This is an optimization exercise on Yosys and OpenROAD, whose aim is small area and a short achievable clock period, not a production implementation. The RTL was checked by simulation tests, not by an equivalence proof against the original design. Power and IR drop assume default switching activity.

==> flow/design.v <==
package stream_fifo_pkg;
  localparam int PHASE_BITS = 3;
endpackage
module stream_fifo #(
  parameter int WIDTH = 16,
  parameter int DEPTH = 256
) (
  input  logic                       clock,
  input  logic                       reset,
  input  logic [WIDTH-1:0]           in_data,
  input  logic                       in_valid,
  output logic                       in_ready,
  output logic [WIDTH-1:0]           out_data,
  output logic                       out_valid,
  input  logic                       out_ready,
  output logic [$clog2(DEPTH):0]     count,
  output logic                       full,
  output logic                       empty
);
  localparam int AW    = $clog2(DEPTH);
  localparam int CW    = AW + 1;
  localparam int PW    = stream_fifo_pkg::PHASE_BITS;
  localparam int NPH   = 1 << PW;
  localparam int LW    = AW - PW;
  localparam int NLOOP = 1 << LW;
  logic [PW-1:0]        ph_b;       
  logic [NPH-1:0]       ph_oh;
  logic                 v1;         
  logic [WIDTH-1:0]     p1d;
  logic [AW-1:0]        tw_b;       
  logic [NPH-1:0]       tw_oh;
  logic [AW-1:0]        rh_b;       
  logic [NPH-1:0]       rh_oh;
  logic                 n_lt, n_eq, n_gt;   
  logic [NPH*WIDTH-1:0] wd;         
  logic [NPH-1:0]       wv;
  logic [NPH*WIDTH-1:0] rd;         
  logic [NPH-1:0]       rv;         
  logic [NPH-1:0]       sv;         
  logic [WIDTH-1:0]     inj_q;      
  logic [NLOOP-1:0]     inj_sel;    
  logic [NLOOP-1:0]     cap_sel;    
  logic                 fwd_q;      
  logic [WIDTH-1:0]     hq;
  logic                 hv;
  logic                 full_q, empty_q, rdy_q;
  logic [CW-1:0]        cnt_q;
  logic [NLOOP*WIDTH-1:0] tap1;
  genvar gb;
  generate
    for (gb = 0; gb < NLOOP; gb++) begin : g_loop
      logic [NPH*WIDTH-1:0] sh;
      always_ff @(posedge clock) begin
        if (inj_sel[gb])
          sh <= {inj_q, sh[NPH*WIDTH-1:WIDTH]};
        else
          sh <= {sh[WIDTH-1:0], sh[NPH*WIDTH-1:WIDTH]};
      end
      assign tap1[gb*WIDTH +: WIDTH] = sh[2*WIDTH-1:WIDTH];
    end
  endgenerate
  function automatic logic [NPH-1:0] rotl(input logic [NPH-1:0] x, input int k);
    logic [2*NPH-1:0] y;
    y = {x, x} << k;
    rotl = y[2*NPH-1:NPH];
  endfunction
  function automatic logic [WIDTH-1:0] pick_w(input logic [NPH*WIDTH-1:0] v,
                                              input logic [NPH-1:0] oh);
    logic [WIDTH-1:0] acc;
    acc = '0;
    for (int i = 0; i < NPH; i++)
      acc = acc | (v[i*WIDTH +: WIDTH] & {WIDTH{oh[i]}});
    pick_w = acc;
  endfunction
  function automatic logic [NPH-1:0] therm(input logic [NPH-1:0] oh);
    logic [NPH-1:0] t;
    t[0] = oh[0];
    for (int i = 1; i < NPH; i++)
      t[i] = t[i-1] | oh[i];
    therm = t;
  endfunction
  function automatic logic [NLOOP-1:0] rotl_l(input logic [NLOOP-1:0] x, input int k);
    logic [2*NLOOP-1:0] y;
    y = {x, x} << k;
    rotl_l = y[2*NLOOP-1:NLOOP];
  endfunction
  function automatic logic [NLOOP-1:0] dec_loop(input logic [LW-1:0] l);
    dec_loop = NLOOP'(1) << l;
  endfunction
  logic             accept, pop, avail, mv, byp, spec, cap_we;
  logic             lt_n, eq_n, gt_n;
  logic [NPH-1:0]   c_oh;                
  logic [WIDTH-1:0] mv_data, cap_data, tap_data, stg_data;
  assign accept = in_valid && rdy_q;
  assign pop    = hv && out_ready;
  logic [AW-1:0] nst;
  assign nst  = tw_b - rh_b;
  assign lt_n = n_lt;
  assign eq_n = n_eq;
  assign gt_n = n_gt;
  assign avail   = |(rh_oh & rv);
  assign mv      = avail && (!hv || out_ready);
  assign mv_data = pick_w(rd, rh_oh);
  assign byp     = v1 && (lt_n || (eq_n && mv));
  assign c_oh = rotl(ph_oh, 1);
  always_comb begin
    tap_data = '0;
    for (int b = 0; b < NLOOP; b++)
      tap_data = tap_data | (tap1[b*WIDTH +: WIDTH] & {WIDTH{cap_sel[b]}});
  end
  assign stg_data = pick_w(wd, c_oh);
  assign cap_data = fwd_q ? stg_data : tap_data;
  assign spec   = |(c_oh & rh_oh & rv);
  assign cap_we = spec ? (mv && gt_n) : |(c_oh & sv);
  logic [PW-1:0]    ph1, ph2, tws;
  logic [NPH-1:0]   i_oh, k_oh;
  logic             i_wr, i_pend;
  logic [WIDTH-1:0] i_data;
  logic [NLOOP-1:0] rhi_oh, twhi_oh, r1hi_oh, sel0, sel1, inj_nx, c_pl;
  logic             h0, h1, c0, c1, ge_c;
  logic [NPH-1:0]   r1_oh;
  assign ph1     = ph_b + PW'(1);
  assign ph2     = ph_b + PW'(2);
  assign tws     = tw_b[PW-1:0];
  assign i_oh    = rotl(ph_oh, 1);
  assign k_oh    = rotl(ph_oh, 2);
  assign rhi_oh  = dec_loop(rh_b[AW-1:PW]);
  assign twhi_oh = dec_loop(tw_b[AW-1:PW]);
  assign i_wr   = v1 && |(i_oh & tw_oh);
  assign i_pend = i_wr || |(i_oh & wv);
  assign i_data = i_wr ? p1d : pick_w(wd, i_oh);
  assign ge_c   = |(i_oh & therm(tw_oh));    
  assign inj_nx = (i_wr || !ge_c) ? twhi_oh : rotl_l(twhi_oh, NLOOP - 1);
  assign h0      = |(k_oh & (rv | (tw_oh & {NPH{v1 && lt_n}})));
  assign h1      = |(k_oh & (rv | (tw_oh & {NPH{v1 && (lt_n || eq_n)}})));
  assign r1_oh   = rotl(rh_oh, 1);
  assign c0      = !(|(k_oh & therm(rh_oh))) || (|(k_oh & rh_oh) && h0);
  assign sel0    = c0 ? rotl_l(rhi_oh, 1) : rhi_oh;
  assign r1hi_oh = r1_oh[0] ? rotl_l(rhi_oh, 1) : rhi_oh;
  assign c1      = !(|(k_oh & therm(r1_oh))) || (|(k_oh & r1_oh) && h1);
  assign sel1    = c1 ? rotl_l(r1hi_oh, 1) : r1hi_oh;
  assign c_pl  = ge_c ? rotl_l(twhi_oh, NLOOP - 1) : twhi_oh;
  assign fwd_q = |(c_oh & wv) && |(cap_sel & c_pl);
  always_ff @(posedge clock) begin
    p1d   <= in_data;
    inj_q <= i_data;
    if (mv)
      hq <= mv_data;
    for (int i = 0; i < NPH; i++) begin
      if (v1 && tw_oh[i])
        wd[i*WIDTH +: WIDTH] <= p1d;
      if (byp && tw_oh[i])
        rd[i*WIDTH +: WIDTH] <= p1d;
      else if (cap_we && c_oh[i])
        rd[i*WIDTH +: WIDTH] <= cap_data;
    end
  end
  always_ff @(posedge clock) begin
    if (reset) begin
      ph_b    <= '0;
      ph_oh   <= NPH'(1);
      v1      <= 1'b0;
      tw_b    <= '0;
      tw_oh   <= NPH'(1);
      rh_b    <= '0;
      rh_oh   <= NPH'(1);
      n_lt    <= 1'b1;
      n_eq    <= 1'b0;
      n_gt    <= 1'b0;
      wv      <= '0;
      rv      <= '0;
      sv      <= '0;
      inj_sel <= '0;
      cap_sel <= '0;
      hv      <= 1'b0;
      cnt_q   <= '0;
      full_q  <= 1'b0;
      empty_q <= 1'b1;
      rdy_q   <= 1'b1;
    end else begin
      ph_b  <= ph1;
      ph_oh <= rotl(ph_oh, 1);
      v1    <= accept;
      if (v1) begin
        tw_b  <= tw_b + AW'(1);
        tw_oh <= rotl(tw_oh, 1);
      end
      if (mv) begin
        rh_b  <= rh_b + AW'(1);
        rh_oh <= rotl(rh_oh, 1);
      end
      if (mv && !v1) begin
        n_lt <= nst < AW'(NPH + 1);
        n_eq <= nst == AW'(NPH + 1);
        n_gt <= nst > AW'(NPH + 1);
      end else if (v1 && !mv) begin
        n_lt <= nst < AW'(NPH - 1);
        n_eq <= nst == AW'(NPH - 1);
        n_gt <= nst > AW'(NPH - 1);
      end
      for (int i = 0; i < NPH; i++) begin
        if (v1 && tw_oh[i])
          wv[i] <= 1'b1;
        else if (ph_oh[i])
          wv[i] <= 1'b0;
        if (byp && tw_oh[i]) begin
          rv[i] <= 1'b1;
          sv[i] <= 1'b1;
        end else if (cap_we && c_oh[i]) begin
          rv[i] <= 1'b1;
          sv[i] <= 1'b1;
        end else if (mv && rh_oh[i]) begin
          rv[i] <= 1'b0;
          sv[i] <= gt_n;
        end
      end
      inj_sel <= i_pend ? inj_nx : '0;
      cap_sel <= mv ? sel1 : sel0;
      hv      <= mv || (hv && !out_ready);
      cnt_q   <= pop ? (accept ? cnt_q : cnt_q - CW'(1)) : (accept ? cnt_q + CW'(1) : cnt_q);
      full_q  <= (cnt_q == CW'(DEPTH - 1) && accept && !pop) || (full_q && !pop);
      rdy_q   <= !((cnt_q == CW'(DEPTH - 1) && accept && !pop) || (full_q && !pop));
      empty_q <= (cnt_q == CW'(1) && pop && !accept) || (empty_q && !accept);
    end
  end
  assign in_ready  = rdy_q;
  assign full      = full_q;
  assign empty     = empty_q;
  assign count     = cnt_q;
  assign out_valid = hv;
  assign out_data  = hq;
endmodule
make LEC_CHECK=0 ABC_CLOCK_PERIOD_IN_PS=2000 CAP_MARGIN=20 CORE_MARGIN=2 CORE_UTILIZATION=40 CTS_CLUSTER_DIAMETER=80 CTS_CLUSTER_SIZE=28 SETUP_SLACK_MARGIN=2.5 SLEW_MARGIN=20 finish   # period 5.0 ns
run.sh (not shown) runs the stock make flow with config.mk's settings and CLKGATE_MAP_FILE= SYNTH_SCRIPT=/design/flow/synth_recipe.tcl, a recipe that flattens the netlist after the stock synthesis.
Change:
--- a/flow/design.v
+++ b/flow/design.v
@@ -1,5 +1,5 @@
 package stream_fifo_pkg;
-  localparam int PHASE_BITS = 3;
+  localparam int PHASE_BITS = 4;
 endpackage
 module stream_fifo #(
   parameter int WIDTH = 16,
@@ -22,7 +22,7 @@
   localparam int PW    = stream_fifo_pkg::PHASE_BITS;
   localparam int NPH   = 1 << PW;
   localparam int LW    = AW - PW;
-  localparam int NLOOP = 1 << LW;
+  localparam int NLOOP = (DEPTH >> PW) - 1;
   logic [PW-1:0]        ph_b;       
   logic [NPH-1:0]       ph_oh;
   logic                 v1;         
@@ -32,6 +32,8 @@
   logic [AW-1:0]        rh_b;       
   logic [NPH-1:0]       rh_oh;
   logic                 n_lt, n_eq, n_gt;   
+  logic                 n_small;            
+  logic [LW-1:0]        tw_l, rh_l;         
   logic [NPH*WIDTH-1:0] wd;         
   logic [NPH-1:0]       wv;
   logic [NPH*WIDTH-1:0] rd;         
@@ -111,7 +113,7 @@
   assign stg_data = pick_w(wd, c_oh);
   assign cap_data = fwd_q ? stg_data : tap_data;
   assign spec   = |(c_oh & rh_oh & rv);
-  assign cap_we = spec ? (mv && gt_n) : |(c_oh & sv);
+  assign cap_we = spec ? (mv && gt_n) : |(c_oh & sv & ~rv);
   logic [PW-1:0]    ph1, ph2, tws;
   logic [NPH-1:0]   i_oh, k_oh;
   logic             i_wr, i_pend;
@@ -124,8 +126,8 @@
   assign tws     = tw_b[PW-1:0];
   assign i_oh    = rotl(ph_oh, 1);
   assign k_oh    = rotl(ph_oh, 2);
-  assign rhi_oh  = dec_loop(rh_b[AW-1:PW]);
-  assign twhi_oh = dec_loop(tw_b[AW-1:PW]);
+  assign rhi_oh  = dec_loop(rh_l);
+  assign twhi_oh = dec_loop(tw_l);
   assign i_wr   = v1 && |(i_oh & tw_oh);
   assign i_pend = i_wr || |(i_oh & wv);
   assign i_data = i_wr ? p1d : pick_w(wd, i_oh);
@@ -140,7 +142,7 @@
   assign c1      = !(|(k_oh & therm(r1_oh))) || (|(k_oh & r1_oh) && h1);
   assign sel1    = c1 ? rotl_l(r1hi_oh, 1) : r1hi_oh;
   assign c_pl  = ge_c ? rotl_l(twhi_oh, NLOOP - 1) : twhi_oh;
-  assign fwd_q = |(c_oh & wv) && |(cap_sel & c_pl);
+  assign fwd_q = |(c_oh & wv) && |(cap_sel & c_pl) && n_small;
   always_ff @(posedge clock) begin
     p1d   <= in_data;
     inj_q <= i_data;
@@ -165,6 +167,9 @@
       rh_b    <= '0;
       rh_oh   <= NPH'(1);
       n_lt    <= 1'b1;
+      n_small <= 1'b1;
+      tw_l    <= '0;
+      rh_l    <= '0;
       n_eq    <= 1'b0;
       n_gt    <= 1'b0;
       wv      <= '0;
@@ -189,6 +194,14 @@
         rh_b  <= rh_b + AW'(1);
         rh_oh <= rotl(rh_oh, 1);
       end
+      if (v1 && tw_oh[NPH-1])
+        tw_l <= (tw_l == LW'(NLOOP - 1)) ? '0 : tw_l + LW'(1);
+      if (mv && rh_oh[NPH-1])
+        rh_l <= (rh_l == LW'(NLOOP - 1)) ? '0 : rh_l + LW'(1);
+      if (mv && !v1)
+        n_small <= nst < AW'(DEPTH / 2 + 1);
+      else if (v1 && !mv)
+        n_small <= nst < AW'(DEPTH / 2 - 1);
       if (mv && !v1) begin
         n_lt <= nst < AW'(NPH + 1);
         n_eq <= nst == AW'(NPH + 1);
Outcome: The changed run produced a clean layout; setup slack degrades by 0.65 ns; wire length fell by 15%; total power is lower by 0.31%; clock skew went up by 0.045 ns; sequential share of layout area went up by 5.4 points; first-iteration DRC count fell by 17%; non-clock buffer count came out lower by 187.

-- static timing again, ports no longer ideal --
No port has a modelled driver above. Below, the same layouts with a new extraction and two added sets of constraints. Step 1, drivers: a clkbuf_16 drives clock and a buf_2 each remaining input, both assumed. Step 2, shift: input delay + t, output delay - t, t = (earliest + latest rising clock arrival at the registers) / 2. This alone moves slack from input paths to output paths. Three values: no drivers, after step 1, after step 2; two values: the first two.
run | t (ns) | slack for setup (ns) | hold WS [ns] | clock arrival spread, ns | cell pins on the clock port's net
the first run | 0.970 | 2.050 / 2.050 / 1.406 | 0.299 / 0.299 / 0.299 | 0.059 / 0.059 | 1
the second run | 0.959 | 1.403 / 1.403 / 1.312 | 0.277 / 0.277 / 0.277 | 0.102 / 0.102 | 1
After both steps setup and hold are still met in every run listed. For the first run, which loses most, drivers alone change the setup slack by 0.000 ns; drivers and shift together by -0.644 ns.
